What follows belongs to an exercise in optimizing a design on an open flow for small area; a production flow would make more cautious choices. At most, simulation tests tie the RTL to the original design; equivalence was not proved.

==> v9 <==
==> flow/design.v (excerpt) <==
module dct_1d_row (
    input  logic         clk,
    input  logic         rst_n,
    input  logic [127:0] x_n_in,
    output logic [175:0] x_k_out
);
    logic [127:0] x_q;
    logic [71:0]  s_q;
    logic [63:0]  dh_q;
    logic [71:0]  s_nxt;
    logic [63:0]  dh_nxt;
    logic [175:0] row_nxt;
    logic v1_q, v2_q;
    always_ff @(posedge clk or negedge rst_n) begin
        if (!rst_n) begin
            v1_q    <= 1'b0;
            v2_q    <= 1'b0;
            x_k_out <= '0;
        end else begin
            v1_q    <= 1'b1;
            v2_q    <= v1_q;
            x_k_out <= v2_q ? row_nxt : '0;
        end
    end
    always_ff @(posedge clk) begin
        x_q  <= x_n_in;
        s_q  <= s_nxt;
        dh_q <= dh_nxt;
    end
    wire bs1;
    wire bc2;
    dct_ha bu3 (.a(x_q[120]), .b(x_q[0]), .s(bs1), .co(bc2));
    wire bs4;
    wire bc5;
  ...
clock: 12.0 ns
lec_check: 0
cap_margin: 20
core_margin: 2
core_utilization: 55
gpl_timing_driven: 0
slew_margin: 20
synth_hierarchical: 1
standard.sh (not shown) runs the stock make flow with config.mk's settings and CLKGATE_MAP_FILE= SYNTH_SCRIPT=/design/flow/synth_recipe.tcl, a recipe that flattens the netlist after the stock synthesis.
==> flow/flow/run.sh <==
#!/bin/bash
# Standard layout with each port buffered by the smallest buffer cell, and clock tree
# synthesis with larger sink clusters and no dummy loads. Full tool output goes to
# standard.log in the work folder.
set -e
export BUFFER_PORTS_ARGS="-buffer_cell sky130_fd_sc_hd__buf_1"
export CTS_ARGS="-sink_clustering_enable -repair_clock_nets -dont_use_dummy_load -buf_list sky130_fd_sc_hd__clkbuf_16 -sink_clustering_size 25 -sink_clustering_max_diameter 100"
bash standard.sh > standard.log 2>&1
==> inputs of v15, as changes to v9 <==
==> flow/flow/run.sh (replaced) <==
#!/bin/bash
# Standard layout with each port buffered by the smallest buffer cell, and clock tree
# synthesis with smaller sink clusters, two buffer sizes and no dummy loads. Full tool
# output goes to standard.log in the work folder.
set -e
export BUFFER_PORTS_ARGS="-buffer_cell sky130_fd_sc_hd__buf_1"
export CTS_ARGS='-sink_clustering_enable -repair_clock_nets -dont_use_dummy_load -buf_list {sky130_fd_sc_hd__clkbuf_8 sky130_fd_sc_hd__clkbuf_16} -sink_clustering_size 20 -sink_clustering_max_diameter 60'
bash standard.sh > standard.log 2>&1
==> results.txt <==
| item | v15 | v9 |
|---|---|---|
| Mean number of vias per cell | 5.39 | 5.40 |
| TritonCTS buffer count | 38 | 25 |
| Number of global-route vias before repair | 28,089 | 27,954 |
| Met3 track utilization from global routing | 13.1% | 12.5% |
| Hold slack final | 0.353 ns | 0.357 ns |
| Longest individual stage delay on the worst path | 0.93 ns | 0.94 ns |
| Number of inserted diodes | 6 | 5 |
| Share of post-route cells with drive strength above 1 | 2.81% | 2.33% |
| Outcome | finished clean | finished clean |
| Final cell area excluding filler cells | 48,800 sq um | 48,400 sq um |
| Slew headroom | 18.5% | 26.1% |
| CP arrival | 12.32 ns | 12.34 ns |
| Met1 wire length | 60,700 um | 60,800 um |
| Count of plain and timing-repair buffers in the layout | 345 | 342 |
| Met2 wire length | 62,200 um | 62,100 um |
| Period Utilization, post-route | 98.8% | 98.6% |
| Skew-Pair Late Insertion Delay | 0.63 ns | 0.64 ns |
| Worst Tran Pin Value | 1.22 ns | 1.11 ns |
| Util after Layout | 59.7% | 59.3% |
| Final clock-cell share | 1.95% | 1.29% |
| Met3 WL | 16,100 um | 15,900 um |
| Wire length per cell | 33.4 um | 33.4 um |


==> harbor <==
Another version of the RTL of dct_1d_row (not shown whole).
Settings: LEC_CHECK=0, CAP_MARGIN=20, CORE_MARGIN=2, CORE_UTILIZATION=55, GPL_TIMING_DRIVEN=0, SLEW_MARGIN=20, SYNTH_HIERARCHICAL=1; clock period 12.0 ns.
==> flow/flow/run.sh <==
#!/bin/bash
# Standard layout with each port buffered by the smallest buffer cell, and clock tree
# synthesis with larger sink clusters and no dummy loads. Full tool output goes to
# standard.log in the work folder.
set -e
export BUFFER_PORTS_ARGS="-buffer_cell sky130_fd_sc_hd__buf_1"
export CTS_ARGS="-sink_clustering_enable -repair_clock_nets -dont_use_dummy_load -buf_list sky130_fd_sc_hd__clkbuf_16 -sink_clustering_size 25 -sink_clustering_max_diameter 100"
bash standard.sh > standard.log 2>&1
==> zinc: changes against harbor <==
- SETUP_SLACK_MARGIN: default -> 0.1
==> results.txt <==
fmax=approximately 85 MHz; Finished Layout Cells=~4.3k; final-layout non-clock buffer area share=about 3.0%; Rel. slew slack=24.1%; layout cell share with drive strength beyond 1=under 10%; status=finished clean; most frequent cells in the layout=1,492 x fa_1, 587 x inv_1, 303 x buf_1, 258 x dfxtp_1, 162 x dfrtp_1; footprint of the multi-input gates=32,400 um2
# the run above: zinc

==> results.txt <==
most frequent cells in the layout=1,495 x fa_1, 587 x inv_1, 303 x buf_1, 259 x dfxtp_1, 162 x dfrtp_1; fmax=between 80 and 90 MHz; Synth top cells by count=1,502 x fa_1, 587 x inv_1, 264 x dfxtp_1; status=finished clean; Finished Layout Cells=around 4.3k; layout cell share with drive strength beyond 1=between 2 and 2.5%; final-layout non-clock buffer area share=about 3.0%
# the run above: harbor



==> run H: inputs <==
Another version of the RTL of dct_1d_row (not shown whole).
clock: 12.0 ns
lec_check: 0
cap_margin: 20
core_margin: 2
core_utilization: 55
gpl_timing_driven: 0
setup_slack_margin: 0.1
slew_margin: 20
synth_hierarchical: 1
Scripts as last shown in full above: flow/flow/run.sh
==> run C (differences from run H) <==
==> flow/flow/run.sh (replaced) <==
#!/bin/bash
# Standard layout with each port buffered by the smallest buffer cell, and clock tree
# synthesis with larger sink clusters and no dummy loads. Full tool output goes to
# standard.log in the work folder.
set -e
export BUFFER_PORTS_ARGS="-buffer_cell sky130_fd_sc_hd__buf_1"
export CTS_ARGS="-sink_clustering_enable -repair_clock_nets -dont_use_dummy_load -buf_list sky130_fd_sc_hd__clkbuf_16 -sink_clustering_size 30 -sink_clustering_max_diameter 80"
bash standard.sh > standard.log 2>&1
CORE_UTILIZATION = 65   (was 55)
==> metrics.md <==
| Metric | Value |
|---|---|
| Tap cell count | `1050` |
| Wire length on met2 | `61340 µm` |
| Seq/total area | `19.99%` |
| FP Rows | `103` |
| CP max FO | `8` |
| Clk latency of the worst-skew pair | `0.65 ns` |
| WL final | `141200 µm` |
| Largest net degree at the start of global routing | `35` |
| Synthesis-to-layout area growth | `7.283%` |
| Fmax | `0.08517 GHz` |
| Status | `complete, no violations` |
| Data buffer area share | `3.057%` |
| Routed length per instance | `33.78 µm` |
| Worst Tran Pin Value | `around 1.1 ns` |
[end of results for run H]
==> metrics.md <==
| Metric | Value |
|---|---|
| Data buffer area share | `around 3.1%` |
| Worst Tran Pin Value | `1.207 ns` |
| Synthesis-to-layout area growth | `6.782%` |
| Seq/total area | `20.08%` |
| Wire length on met2 | `60530 µm` |
| Clk latency of the worst-skew pair | `about 0.64 ns` |
| Tap cell count | `873` |
| Status | `complete, no violations` |
[end of results for run C]


==> try-quartz: inputs <==
dct_1d_row, a different RTL version from the one above (not shown whole).
Design dct_1d_row, start of the top module:
module dct_1d_row (
    input  logic         clk,
    input  logic         rst_n,
    input  logic [127:0] x_n_in,
    output logic [175:0] x_k_out
);
Settings: LEC_CHECK=0, CAP_MARGIN=20, CORE_MARGIN=2, CORE_UTILIZATION=55, GPL_TIMING_DRIVEN=0, SLEW_MARGIN=20, SYNTH_HIERARCHICAL=1; clock period 12.0 ns.
==> flow/flow/run.sh <==
#!/bin/bash
# Standard layout with each port buffered by the smallest buffer cell, and clock tree
# synthesis with larger sink clusters and no dummy loads. Full tool output goes to
# standard.log in the work folder.
set -e
export BUFFER_PORTS_ARGS="-buffer_cell sky130_fd_sc_hd__buf_1"
export CTS_ARGS="-sink_clustering_enable -repair_clock_nets -dont_use_dummy_load -buf_list sky130_fd_sc_hd__clkbuf_16 -sink_clustering_size 30 -sink_clustering_max_diameter 100"
bash standard.sh > standard.log 2>&1
==> try-yarrow: changes against try-quartz <==
--- a/flow/design.v
+++ b/flow/design.v
@@ -44,29 +44,33 @@
     output logic [175:0] x_k_out
 );
     logic [127:0] x_q;
     logic [71:0]  s_q;
     logic [63:0]  dh_q;
     logic [71:0]  s_nxt;
     logic [63:0]  dh_nxt;
     logic [175:0] row_nxt;
+    logic v1_q, v2_q;
     always_ff @(posedge clk or negedge rst_n) begin
         if (!rst_n) begin
-            x_q     <= '0;
-            s_q     <= '0;
-            dh_q    <= '0;
+            v1_q    <= 1'b0;
+            v2_q    <= 1'b0;
             x_k_out <= '0;
         end else begin
-            x_q     <= x_n_in;
-            s_q     <= s_nxt;
-            dh_q    <= dh_nxt;
-            x_k_out <= row_nxt;
+            v1_q    <= 1'b1;
+            v2_q    <= v1_q;
+            x_k_out <= v2_q ? row_nxt : '0;
         end
     end
+    always_ff @(posedge clk) begin
+        x_q  <= x_n_in;
+        s_q  <= s_nxt;
+        dh_q <= dh_nxt;
+    end
     wire bs1;
     wire bc2;
     dct_ha bu3 (.a(x_q[120]), .b(x_q[0]), .s(bs1), .co(bc2));
     wire bs4;
     wire bc5;
     dct_fa bu6 (.a(x_q[121]), .b(x_q[1]), .c(bc2), .s(bs4), .co(bc5));
     wire bs7;
     wire bc8;
==> results.toml <==
[detailed_routing]
drt_iter0_markers = 1664
m1WireLength_mm = 60.7

[status]
outcome = "finished clean"

[timing]
period_share_pct = 98.5

[yosys]
ys_types = 22
synthCells = 2882
ys.flop_type = "dfxtp_1"

[min_path]
hold_end = "v2_q"

[worst_setup_path]
required_ns = 12.54
timing.rr.end = "x_k_out[98]"

[cells_and_area]
design_area_um2 = 48500
fillers = 6418

[floorplanning]
core-area_um2 = 81800
That was try-yarrow.
==> results.toml <==
[cells_and_area]
largest-register = "x_k_out"
design_area_um2 = 48800
area_delta_synth_final_pct = 7.37

[detailed_routing]
drt_iter0_markers = 1699
m1WireLength_mm = 58.6

[timing]
period_share_pct = 98.2

[min_path]
hold_end = "s_q[54]"

[worst_setup_path]
timing.rr.end = "x_k_out[10]"

[yosys]
synthCells = 2772
ys.flop_type = "dfrtp_1"
synth_compound_area_share_pct = 0.0110
syn_area_um2 = 45500

[placement]
dp_hpwl_mm = 123

[global_route]
grtUsageMet2_pct = 49.2
grt_usage_pct = 35.5

[floorplanning]
core-area_um2 = 82000

[clock_tree]
cts_tree = "done"

[status]
outcome = "finished clean"
That was try-quartz.
Function was not checked in any run of this note: the RTL went through the layout flow alone.

port drivers added, routing unchanged:
How much do the figures lean on ideal ports? The routed layouts below were timed once more, with nothing changed but the port constraints.
Step 1 (the two cells are an assumption about what drives the block):
set clk [get_ports {clk}]
set_driving_cell -lib_cell sky130_fd_sc_hd__clkbuf_16 $clk
set_driving_cell -lib_cell sky130_fd_sc_hd__buf_2 [delete_from_list [all_inputs] $clk]
Step 2 moves the port delays by t, midway between the first and last clock arrival at a register: inputs arrive t later, outputs are due t later. That takes back most of the time a late clock gives input paths.
Three values: ideal ports, drivers, drivers and shift; two values: the first two.
run	t, ns	setup WS [ns]	hold WS [ns]	worst register clock-pin slew, ns	cell pins on the clock port's net
v9	0.674	0.168 / 0.168 / 0.168	0.357 / 0.357 / 0.357	0.10 / 0.10	1
v15	0.652	0.149 / 0.149 / 0.149	0.353 / 0.353 / 0.353	0.08 / 0.08	1
harbor	0.669	0.182 / 0.182 / 0.182	0.379 / 0.379 / 0.379	0.10 / 0.10	1
zinc	0.673	0.261 / 0.261 / 0.261	0.380 / 0.380 / 0.380	0.10 / 0.10	1
run H	0.661	0.259 / 0.259 / 0.259	0.384 / 0.384 / 0.384	0.11 / 0.11	1
run C	0.659	0.438 / 0.438 / 0.438	0.447 / 0.447 / 0.447	0.11 / 0.11	1
try-quartz	0.673	0.217 / 0.217 / 0.217	0.518 / 0.518 / 0.518	0.12 / 0.12	1
try-yarrow	0.660	0.181 / 0.181 / 0.181	0.362 / 0.362 / 0.362	0.11 / 0.11	1
After both steps every run listed still meets setup and hold.
